Context: an optimization exercise on an open-source flow, tuned for small area and a short achievable clock period. The choices shown serve that exercise and are no tape-out recipe. Function was checked by simulation only, so behaviour that the tests miss may differ from the original. Power is estimated from default activity; no workload was simulated.

==> run D <==
==> flow/design.v <==
`timescale 1ns/1ps
`default_nettype none
package capture_pkg;
	typedef struct packed {
		logic [12-1:0] a0;  
		logic [12-1:0] a1;  
		logic [12-1:0] b0;  
		logic [12-1:0] b1;  
	} adc_frame_t;
	typedef struct packed {
		logic [3:0] tag;  
		logic [12-1:0] value;
	} sample_word_t;
	typedef enum logic [1:0] {
		SLOT_A0,  
		SLOT_A1,
		SLOT_B0,
		SLOT_B1
	} slot_t;
endpackage
`default_nettype wire
`timescale 1ns/1ps
`default_nettype none
package psram_pkg;
	typedef logic [25-1:0] addr_t;  
	typedef struct packed {
		logic valid;  
		addr_t addr;  
	} write_req_t;
	typedef enum logic {
		CAPTURING,  
		HALTED  
	} writer_state_t;
endpackage
`default_nettype wire
`timescale 1ns/1ps
`default_nettype none
module sample_packer (
	input  logic clk,
	input  logic reset,
	input  logic ad_strobe,  
	input  logic psram_ready,  
	input  capture_pkg::adc_frame_t ad_frame,
	input  logic [12-1:0] iest,  
	input  logic pwm,
	output capture_pkg::sample_word_t word,
	output logic we
);
	capture_pkg::slot_t slot;  
	capture_pkg::adc_frame_t frame_q;  
	logic [7:0] iest_q;  
	logic pwm_q;  
	logic take;  
	assign take = ad_strobe & psram_ready;
	always_ff @(posedge clk) begin
		if (take) begin
			frame_q <= ad_frame;
			iest_q <= iest[7:0];
			pwm_q <= pwm;
		end
	end
	always_ff @(posedge clk) begin
		if (reset) begin
			slot <= capture_pkg::SLOT_A0;
		end else begin
			case (slot)
				capture_pkg::SLOT_A0: slot <= take ? capture_pkg::SLOT_A1 : capture_pkg::SLOT_A0;
				capture_pkg::SLOT_A1: slot <= capture_pkg::SLOT_B0;
				capture_pkg::SLOT_B0: slot <= capture_pkg::SLOT_B1;
				default: slot <= capture_pkg::SLOT_A0;  
			endcase
		end
	end
	always_comb begin
		case (slot)
			capture_pkg::SLOT_A0: begin
				word.tag = iest[11:8];  
				word.value = ad_frame.a0;
			end
			capture_pkg::SLOT_A1: begin
				word.tag = iest_q[7:4];
				word.value = frame_q.a1;
			end
			capture_pkg::SLOT_B0: begin
				word.tag = iest_q[3:0];
				word.value = frame_q.b0;
			end
			default: begin
				word.tag = {3'b000, pwm_q};  
				word.value = frame_q.b1;
			end
		endcase
	end
	assign we = take | (slot != capture_pkg::SLOT_A0);  
endmodule
`default_nettype wire
`timescale 1ns/1ps
`default_nettype none
module sample_fifo (
	input  logic clk,
	input  logic reset,
	input  logic we,  
	input  capture_pkg::sample_word_t word,
	input  logic re,  
	output logic [16-1:0] q,  
	output logic empty,
	output logic almost_empty,  
	output logic overflow  
);
	logic [9-1:0] wr_ptr;  
	logic [9-1:0] wr_ptr_p1;
	logic [9:0] level;  
	logic [9:0] level_p1;
	logic [9:0] level_m1;
	logic lvl0;  
	logic lvl1;  
	logic lvl2;  
	logic lvl3;
	logic phase;  
	logic [16-1:0] head;
	logic full;
	logic push;
	logic pop;
	logic inc;
	logic dec;
	logic push_s;
	logic [16-1:0] word_s;
	logic [15:0] wa;  
	logic [31:0] wb;
	logic [15:0] ra;
	logic [31:0] rb;
	logic [512-1:0] ws;  
	logic [512-1:0] wt;  
	logic [512-1:0] rsn;  
	logic [16-1:0] wx;  
	logic [512-1:0][16-1:0] mq;
	logic [16-1:0] rd_n;  
	logic [16-1:0] rd_word;  
	assign full = level[9];
	assign empty = lvl0;
	assign push = we & ~full;  
	assign pop = re & ~lvl0;
	assign inc = push & ~pop;
	assign dec = pop & ~push;
	assign almost_empty = level < 8;
	assign lvl3 = level == (9+1)'(3);
	assign q = head;
	fifo_inc #(.W(9)) wr_inc_i (.a(wr_ptr), .y(wr_ptr_p1));
	fifo_inc #(.W(9+1)) lvl_inc_i (.a(level), .y(level_p1));
	fifo_dec #(.W(9+1)) lvl_dec_i (.a(level), .y(level_m1));
	assign wx = word_s ^ {16{phase}};
	fifo_wdec wdec_i (.pa(wa), .pb(wb), .s(ws), .t(wt));
	genvar r;
	generate
		for (r = 0; r < 512; r++) begin : row
			fifo_word word_i (.clk(clk), .s(ws[r]), .t(wt[r]), .x(wx), .q(mq[r]));
		end
	endgenerate
	fifo_rdec rdec_i (.pa(ra), .pb(rb), .sn(rsn));
	fifo_rtree rtree_i (.d(mq), .sn(rsn), .y(rd_n));
	assign rd_word = (push_s && lvl2) ? word_s : (rd_n ^ {16{~phase}});
	always_ff @(posedge clk) begin
		if (reset) begin
			wr_ptr <= '0;
			level <= '0;
			lvl0 <= 1'b1;
			lvl1 <= 1'b0;
			lvl2 <= 1'b0;
			overflow <= 1'b0;
			phase <= 1'b0;
			push_s <= 1'b0;
			wa <= '0;
			wb <= 32'd1;
			ra <= 16'd2;
			rb <= 32'd1;
		end else begin
			phase <= ~phase;
			push_s <= push;
			wa <= push ? (16'd1 << wr_ptr[3:0]) : 16'd0;
			wb <= 32'd1 << wr_ptr[8:4];
			if (push) begin
				wr_ptr <= wr_ptr_p1;
			end
			if (pop) begin
				ra <= {ra[14:0], ra[15]};
				if (ra[15]) begin
					rb <= {rb[30:0], rb[31]};
				end
			end
			if (inc) begin
				level <= level_p1;
				lvl0 <= 1'b0;
				lvl1 <= lvl0;
				lvl2 <= lvl1;
			end else if (dec) begin
				level <= level_m1;
				lvl0 <= lvl1;
				lvl1 <= lvl2;
				lvl2 <= lvl3;
			end
			if (we && full) begin
				overflow <= 1'b1;  
			end
		end
	end
	always_ff @(posedge clk) begin
		word_s <= word;
	end
	always_ff @(posedge clk) begin
		if (pop && !lvl1) begin
			head <= rd_word;
		end else if (lvl0 || pop) begin
			head <= word;  
		end
	end
endmodule
module fifo_inc #(
	parameter int W = 1
) (
	input  logic [W-1:0] a,
	output logic [W-1:0] y
);
	assign y = a + 1'b1;
endmodule
module fifo_dec #(
	parameter int W = 1
) (
	input  logic [W-1:0] a,
	output logic [W-1:0] y
);
	assign y = a - 1'b1;
endmodule
module fifo_word (
	input  logic clk,
	input  logic s,  
	input  logic t,
	input  logic [16-1:0] x,
	output logic [16-1:0] q
);
	genvar b;
	generate
		for (b = 0; b < 16; b++) begin : bit_
			fifo_bit bit_i (.clk(clk), .s(s), .t(t), .x(x[b]), .q(q[b]));
		end
	endgenerate
endmodule
module fifo_bit (
	input  logic clk,
	input  logic s,
	input  logic t,
	input  logic x,
	output logic q
);
	always_ff @(posedge clk) begin
		q <= ~((q | s) & (x | t));
	end
endmodule
module fifo_wdec (
	input  logic [15:0] pa,
	input  logic [31:0] pb,
	output logic [512-1:0] s,
	output logic [512-1:0] t
);
	genvar i;
	generate
		for (i = 0; i < 512; i++) begin : r
			dec_st st_i (.a(pa[i % 16]), .b(pb[i / 16]), .s(s[i]), .t(t[i]));
		end
	endgenerate
endmodule
module dec_st (
	input  logic a,
	input  logic b,
	output logic s,
	output logic t
);
	rt_nand2 t_i (.a(a), .b(b), .y(t));
	rt_inv s_i (.a(t), .y(s));
endmodule
module fifo_rdec (
	input  logic [15:0] pa,
	input  logic [31:0] pb,
	output logic [512-1:0] sn
);
	genvar i;
	generate
		for (i = 0; i < 512; i++) begin : r
			rt_nand2 sn_i (.a(pa[i % 16]), .b(pb[i / 16]), .y(sn[i]));
		end
	endgenerate
endmodule
module fifo_rtree (
	input  logic [512-1:0][16-1:0] d,
	input  logic [512-1:0] sn,
	output logic [16-1:0] y
);
	genvar b;
	generate
		for (b = 0; b < 16; b++) begin : bit_
			logic [512-1:0] db;
			logic [255:0] l1;  
			logic [127:0] l2;  
			logic [31:0] l3;  
			logic [15:0] l4;  
			logic [3:0] l5;  
			logic [1:0] l6;  
			genvar i;
			for (i = 0; i < 512; i++) begin : col
				assign db[i] = d[i][b];
			end
			for (i = 0; i < 256; i++) begin : g1
				rt_o22ai o_i (.a(db[2*i]), .sa(sn[2*i]), .b(db[2*i+1]), .sb(sn[2*i+1]), .y(l1[i]));
			end
			for (i = 0; i < 128; i++) begin : g2
				rt_nor2 n_i (.a(l1[2*i]), .b(l1[2*i+1]), .y(l2[i]));
			end
			for (i = 0; i < 32; i++) begin : g3
				rt_nand4 n_i (.a(l2[4*i]), .b(l2[4*i+1]), .c(l2[4*i+2]), .d(l2[4*i+3]), .y(l3[i]));
			end
			for (i = 0; i < 16; i++) begin : g4
				rt_nor2 n_i (.a(l3[2*i]), .b(l3[2*i+1]), .y(l4[i]));
			end
			for (i = 0; i < 4; i++) begin : g5
				rt_nand4 n_i (.a(l4[4*i]), .b(l4[4*i+1]), .c(l4[4*i+2]), .d(l4[4*i+3]), .y(l5[i]));
			end
			for (i = 0; i < 2; i++) begin : g6
				rt_nor2 n_i (.a(l5[2*i]), .b(l5[2*i+1]), .y(l6[i]));
			end
			rt_nand2 n7_i (.a(l6[0]), .b(l6[1]), .y(y[b]));
		end
	endgenerate
endmodule
module rt_o22ai (
	input  logic a,
	input  logic sa,
	input  logic b,
	input  logic sb,
	output logic y
);
	assign y = ~((a | sa) & (b | sb));
endmodule
module rt_nor2 (
	input  logic a,
	input  logic b,
	output logic y
);
	assign y = ~(a | b);
endmodule
module rt_nand2 (
	input  logic a,
	input  logic b,
	output logic y
);
	assign y = ~(a & b);
endmodule
module rt_inv (
	input  logic a,
	output logic y
);
	assign y = ~a;
endmodule
module rt_nand4 (
	input  logic a,
	input  logic b,
	input  logic c,
	input  logic d,
	output logic y
);
	assign y = ~(a & b & c & d);
endmodule
`default_nettype wire
`timescale 1ns/1ps
`default_nettype none
module burst_writer (
	input  logic clk,
	input  logic reset,
	input  logic almost_empty,  
	input  logic awready,  
	input  logic pwm,
	input  logic halt,  
	output psram_pkg::write_req_t awreq,
	output psram_pkg::addr_t base_addr
);
	psram_pkg::writer_state_t state;
	psram_pkg::writer_state_t state_next;
	psram_pkg::addr_t addr;  
	logic valid;
	logic pwm_d;
	logic pwm_rise;
	logic wrap_hit;  
	psram_pkg::addr_t addr_next_burst;
	assign pwm_rise = pwm & ~pwm_d;
	assign wrap_hit = halt && (addr == base_addr);
	assign state_next = wrap_hit ? psram_pkg::HALTED : state;  
	burst_addr_inc addr_inc_i (.a(addr), .y(addr_next_burst));
	assign awreq.valid = valid;
	assign awreq.addr = addr;
	always_ff @(posedge clk) begin
		if (reset) begin
			state <= psram_pkg::CAPTURING;
			valid <= 1'b0;
			addr <= '0;
			base_addr <= '0;
			pwm_d <= 1'b0;
		end else begin
			state <= state_next;
			valid <= (state_next == psram_pkg::CAPTURING) && !almost_empty;
			if (valid && awready) begin
				addr <= addr_next_burst;  
			end
			if (pwm_rise && !halt) begin
				base_addr <= addr - psram_pkg::addr_t'(1024);
			end
			pwm_d <= pwm;
		end
	end
endmodule
module burst_addr_inc (
	input  psram_pkg::addr_t a,
	output psram_pkg::addr_t y
);
	assign y = a + psram_pkg::addr_t'(16);
endmodule
`default_nettype wire
`timescale 1ns/1ps
`default_nettype none
module adc_capture_top (
	input  logic clk,
	input  logic reset,
	input  logic ad_strobe,
	input  logic psram_ready,
	input  logic [4*12-1:0] ad_frame,  
	input  logic [12-1:0] iest,
	input  logic pwm,
	input  logic halt,
	input  logic wready,  
	output logic [16-1:0] wdata,
	input  logic awready,
	output logic [25:0] awreq,  
	output logic [25-1:0] base_addr,
	output logic overflow
);
	capture_pkg::sample_word_t word;  
	logic we;
	logic almost_empty;  
	sample_packer sample_packer_i (
		.clk(clk),
		.reset(reset),
		.ad_strobe(ad_strobe),
		.psram_ready(psram_ready),
		.ad_frame(ad_frame),
		.iest(iest),
		.pwm(pwm),
		.word(word),
		.we(we)
	);
	sample_fifo sample_fifo_i (
		.clk(clk),
		.reset(reset),
		.we(we),
		.word(word),
		.re(wready),
		.q(wdata),
		.empty(),  
		.almost_empty(almost_empty),
		.overflow(overflow)
	);
	burst_writer burst_writer_i (
		.clk(clk),
		.reset(reset),
		.almost_empty(almost_empty),
		.awready(awready),
		.pwm(pwm),
		.halt(halt),
		.awreq(awreq),
		.base_addr(base_addr)
	);
endmodule
`default_nettype wire
==> flow/flow/run.sh <==
#!/bin/bash
# The standard layout, with two changes to how it is made:
#  - port buffers are buf_4 cells instead of the delay buffer the default picks
#  - timing repair aims for more setup slack than the period needs, so the
#    paths get sized for a shorter period than the one the design is built at
set -euo pipefail
bash standard.sh \
	"SETUP_SLACK_MARGIN=9.4" \
	"BUFFER_PORTS_ARGS=-buffer_cell sky130_fd_sc_hd__buf_4" \
	finish > standard.log 2>&1
==> flow/standard.sh <==
#!/bin/bash
# synth_recipe.tcl (not shown) runs the flow's synth.tcl, then flattens the netlist and writes it again
# the make line also repeats each setting of config.mk as NAME=value (left out here)
make -C /OpenROAD-flow-scripts/flow DESIGN_CONFIG=/design/flow/config.mk WORK_HOME=/design/flow/orfs CLKGATE_MAP_FILE= SYNTH_SCRIPT=/design/flow/synth_recipe.tcl "${@:-finish}"
==> flow/config.mk <==
export PLATFORM = sky130hd
export DESIGN_NAME = adc_capture_top
export DESIGN_NICKNAME = adc_capture_top
export VERILOG_FILES = /design/flow/design.v
export SDC_FILE = /design/flow/constraint.sdc
export NUM_CORES = 4
export LEC_CHECK = 0
export CAP_MARGIN = 20
export CORE_MARGIN = 2
export CORE_UTILIZATION = 60
export CTS_CLUSTER_DIAMETER = 100
export CTS_CLUSTER_SIZE = 25
export PLACE_DENSITY = 0.7
export SLEW_MARGIN = 20
export SYNTH_HIERARCHICAL = 1
==> flow/constraint.sdc <==
create_clock -name core_clock -period 14.0 [get_ports {clk}]
set_input_delay 2.8000 -clock core_clock [delete_from_list [all_inputs] [get_ports {clk}]]
set_output_delay 2.8000 -clock core_clock [all_outputs]
set_load 0.01 [all_outputs]
==> inputs of run G, as changes to run D <==
==> flow/design.v, changed modules only <==
module sample_fifo (
	input  logic clk,
	input  logic reset,
	input  logic we,  
	input  capture_pkg::sample_word_t word,
	input  logic re,  
	output logic [16-1:0] q,  
	output logic empty,
	output logic almost_empty,  
	output logic overflow  
);
	logic [16-1:0] mem [512];
	logic [9:0] wr_ptr;  
	logic [9:0] rd_ptr;
	logic [9:0] level;  
	logic full;
	logic push;
	logic pop;
	assign full = level == 512;
	assign push = we & ~full;  
	assign pop = re & ~empty;
	assign empty = wr_ptr == rd_ptr;  
	assign almost_empty = level < 8;
	assign q = mem[rd_ptr[9-1:0]];
	always_ff @(posedge clk) begin
		if (push) begin
			mem[wr_ptr[9-1:0]] <= word;
		end
	end
	always_ff @(posedge clk) begin
		if (reset) begin
			wr_ptr <= '0;
			rd_ptr <= '0;
			level <= '0;
			overflow <= 1'b0;
		end else begin
			if (push) begin
				wr_ptr <= wr_ptr + 1'b1;
			end
			if (pop) begin
				rd_ptr <= rd_ptr + 1'b1;
			end
			case ({push, pop})
				2'b10: level <= level + 1'b1;
				2'b01: level <= level - 1'b1;
				default: level <= level;  
			endcase
			if (we && full) begin
				overflow <= 1'b1;  
			end
		end
	end
endmodule
module burst_writer (
	input  logic clk,
	input  logic reset,
	input  logic almost_empty,  
	input  logic awready,  
	input  logic pwm,
	input  logic halt,  
	output psram_pkg::write_req_t awreq,
	output psram_pkg::addr_t base_addr
);
	psram_pkg::writer_state_t state;
	psram_pkg::writer_state_t state_next;
	psram_pkg::addr_t addr;  
	logic valid;
	logic pwm_d;
	logic pwm_rise;
	logic wrap_hit;  
	assign pwm_rise = pwm & ~pwm_d;
	assign wrap_hit = halt && (addr == base_addr);
	assign state_next = wrap_hit ? psram_pkg::HALTED : state;  
	assign awreq.valid = valid;
	assign awreq.addr = addr;
	always_ff @(posedge clk) begin
		if (reset) begin
			state <= psram_pkg::CAPTURING;
			valid <= 1'b0;
			addr <= '0;
			base_addr <= '0;
			pwm_d <= 1'b0;
		end else begin
			state <= state_next;
			valid <= (state_next == psram_pkg::CAPTURING) && !almost_empty;
			if (valid && awready) begin
				addr <= addr + psram_pkg::addr_t'(16);  
			end
			if (pwm_rise && !halt) begin
				base_addr <= addr - psram_pkg::addr_t'(1024);
			end
			pwm_d <= pwm;
		end
	end
endmodule
// module fifo_inc removed
// module fifo_dec removed
// module fifo_word removed
// module fifo_bit removed
// module fifo_wdec removed
// module dec_st removed
// module fifo_rdec removed
// module fifo_rtree removed
// module rt_o22ai removed
// module rt_nor2 removed
// module rt_nand2 removed
// module rt_inv removed
// module rt_nand4 removed
// module burst_addr_inc removed
==> flow/run.sh (new file) <==
#!/bin/bash
# synth_recipe.tcl (not shown) runs the flow's synth.tcl, then flattens the netlist and writes it again
# the make line also repeats each setting of config.mk as NAME=value (left out here)
make -C /OpenROAD-flow-scripts/flow DESIGN_CONFIG=/design/flow/config.mk WORK_HOME=/design/flow/orfs CLKGATE_MAP_FILE= SYNTH_SCRIPT=/design/flow/synth_recipe.tcl finish
- CORE_UTILIZATION: 60 -> 50
- CTS_CLUSTER_DIAMETER: 100 -> unset
- CTS_CLUSTER_SIZE: 25 -> unset
- PLACE_DENSITY: 0.7 -> 0.6
- SYNTH_HIERARCHICAL: 1 -> unset
- SYNTH_MEMORY_MAX_BITS: unset -> 16384
removed: flow/flow/run.sh
removed: flow/standard.sh
==> inputs of run H, as changes to run D <==
==> flow/design.v, changed modules only <==
module sample_fifo (
	input  logic clk,
	input  logic reset,
	input  logic we,  
	input  capture_pkg::sample_word_t word,
	input  logic re,  
	output logic [16-1:0] q,  
	output logic empty,
	output logic almost_empty,  
	output logic overflow  
);
	logic [9-1:0] wr_ptr;  
	logic [9-1:0] wr_ptr_p1;
	logic [9:0] level;  
	logic [9:0] level_p1;
	logic [9:0] level_m1;
	logic lvl0;  
	logic lvl1;  
	logic lvl2;  
	logic lvl3;
	logic phase;  
	logic [16-1:0] head;
	logic [16-1:0] head_d;
	logic full;
	logic push;
	logic pop;
	logic inc;
	logic dec;
	logic push_s;
	logic [16-1:0] word_s;
	logic [15:0] wa;  
	logic [31:0] wb;
	logic [3:0][15:0] ra;
	logic [31:0] rb;
	logic [512-1:0] ws;  
	logic [512-1:0] wt;  
	logic [512-1:0] rsn;  
	logic [16-1:0] wx;  
	logic [512-1:0][16-1:0] mq;
	logic [16-1:0] rd_n;  
	logic [16-1:0] rd_word;  
	assign full = level[9];
	assign empty = lvl0;
	assign push = we & ~full;  
	assign pop = re & ~lvl0;
	assign inc = push & ~pop;
	assign dec = pop & ~push;
	assign almost_empty = level < 8;
	assign lvl3 = level == (9+1)'(3);
	assign q = head;
	fifo_inc #(.W(9)) wr_inc_i (.a(wr_ptr), .y(wr_ptr_p1));
	fifo_inc #(.W(9+1)) lvl_inc_i (.a(level), .y(level_p1));
	fifo_dec #(.W(9+1)) lvl_dec_i (.a(level), .y(level_m1));
	assign wx = word_s ^ {16{phase}};
	fifo_wdec wdec_i (.pa(wa), .pb(wb), .s(ws), .t(wt));
	genvar r;
	generate
		for (r = 0; r < 512; r++) begin : row
			fifo_word word_i (.clk(clk), .s(ws[r]), .t(wt[r]), .x(wx), .q(mq[r]));
		end
	endgenerate
	fifo_rdec rdec_i (.pa(ra), .pb(rb), .sn(rsn));
	fifo_rtree rtree_i (.d(mq), .sn(rsn), .y(rd_n));
	assign rd_word = (push_s && lvl2) ? word_s : (rd_n ^ {16{~phase}});
	always_ff @(posedge clk) begin
		if (reset) begin
			wr_ptr <= '0;
			level <= '0;
			lvl0 <= 1'b1;
			lvl1 <= 1'b0;
			lvl2 <= 1'b0;
			overflow <= 1'b0;
			phase <= 1'b0;
			push_s <= 1'b0;
			wa <= '0;
			wb <= 32'd1;
			ra <= {4{16'd2}};
			rb <= 32'd1;
		end else begin
			phase <= ~phase;
			push_s <= push;
			wa <= push ? (16'd1 << wr_ptr[3:0]) : 16'd0;
			wb <= 32'd1 << wr_ptr[8:4];
			if (push) begin
				wr_ptr <= wr_ptr_p1;
			end
			if (pop) begin
				for (int k = 0; k < 4; k++) begin
					ra[k] <= {ra[k][14:0], ra[k][15]};
				end
				if (ra[0][15]) begin
					rb <= {rb[30:0], rb[31]};
				end
			end
			if (inc) begin
				level <= level_p1;
				lvl0 <= 1'b0;
				lvl1 <= lvl0;
				lvl2 <= lvl1;
			end else if (dec) begin
				level <= level_m1;
				lvl0 <= lvl1;
				lvl1 <= lvl2;
				lvl2 <= lvl3;
			end
			if (we && full) begin
				overflow <= 1'b1;  
			end
		end
	end
	always_ff @(posedge clk) begin
		word_s <= word;
	end
	fifo_head_next head_next_i (
		.pop(pop), .lvl0(lvl0), .lvl1(lvl1), .rd_word(rd_word), .word(word), .head(head),
		.head_d(head_d)
	);
	always_ff @(posedge clk) begin
		head <= head_d;
	end
endmodule
module fifo_head_next (
	input  logic pop,
	input  logic lvl0,
	input  logic lvl1,
	input  logic [16-1:0] rd_word,
	input  logic [16-1:0] word,
	input  logic [16-1:0] head,
	output logic [16-1:0] head_d
);
	always_comb begin
		if (pop && !lvl1) begin
			head_d = rd_word;
		end else if (lvl0 || pop) begin
			head_d = word;  
		end else begin
			head_d = head;
		end
	end
endmodule
module fifo_rdec (
	input  logic [3:0][15:0] pa,
	input  logic [31:0] pb,
	output logic [512-1:0] sn
);
	genvar i;
	generate
		for (i = 0; i < 512; i++) begin : r
			rt_nand2 sn_i (.a(pa[i / 128][i % 16]), .b(pb[i / 16]), .y(sn[i]));
		end
	endgenerate
endmodule
--- a/flow/flow/run.sh
+++ b/flow/flow/run.sh
@@ -6,5 +6,5 @@
 set -euo pipefail
 bash standard.sh \
-	"SETUP_SLACK_MARGIN=9.4" \
+	"SETUP_SLACK_MARGIN=9.8" \
 	"BUFFER_PORTS_ARGS=-buffer_cell sky130_fd_sc_hd__buf_4" \
 	finish > standard.log 2>&1
- CORE_UTILIZATION: 60 -> 70
- PLACE_DENSITY: 0.7 -> 0.8
==> qor summary <==
| quantity | run H | run G | run D |
|---|---|---|---|
| Crit path depth | 13 | 10 | 13 |
| Type of the worst setup path | flip-flop to flip-flop | flip-flop to output port | flip-flop to flip-flop |
| Combinational power share | 11.8% | 18.5% | 11.7% |
| Cell Count Post-Placement | 31800 | 23100 | 32300 |
| Depth of the worst register-to-register path | 13 | 15 | 13 |
| Critical path data arrival time | 5.55 ns | 8.09 ns | 5.87 ns |
| Adder and majority gate portion of the synthesized area | 0.0507% | 0.0624% | 0.0510% |
| Maximum number of pins on one net before global-route repair | 146 | 200 | 170 |
| Result of the run | finished clean | finished clean | finished clean |
| Well Taps | 5175 | 8584 | 5952 |
| Clock share of power | 29.7% | 34.6% | 29.9% |
| Total inserted antenna cells | 71 | 38 | 59 |
| Largest vdd supply drop | 0.156 mV | 0.155 mV | 0.122 mV |
| Number of enable flip-flop cells after synthesis | 45 | 8237 | 61 |
| Routed length on met1 | 359000 um | 356000 um | 391000 um |
| Fraction of standard cell area that is sequential | 58.0% | 68.8% | 58.3% |

==> re-timing with driven ports <==
The flow's constraints put no driver on any port. The routed layouts listed below were extracted and timed again, unchanged, in two steps. Step 1, drivers: a clkbuf_16 drives clk and a buf_2 each remaining input, both assumed. Step 2 times the ports against the registers' clock, not the clock port: input delays grow and output delays shrink by t, the midpoint of the rising clock arrivals with the driver on. a / b / c = ideal ports / drivers / drivers and shift; a / b = the first two.
run	t (ns)	slack for setup (ns)	hold slack, ns
run D	1.190	9.056 / 8.928 / 8.457	0.447 / 0.447 / 0.447
run G	1.288	3.108 / 2.975 / 4.263	0.471 / 0.471 / 0.471
run H	1.169	9.405 / 9.405 / 8.715	0.446 / 0.446 / 0.446
After both steps every run listed still meets setup and hold. For run H, which loses most, drivers alone change the setup slack by 0.000 ns; drivers and shift together by -0.690 ns.
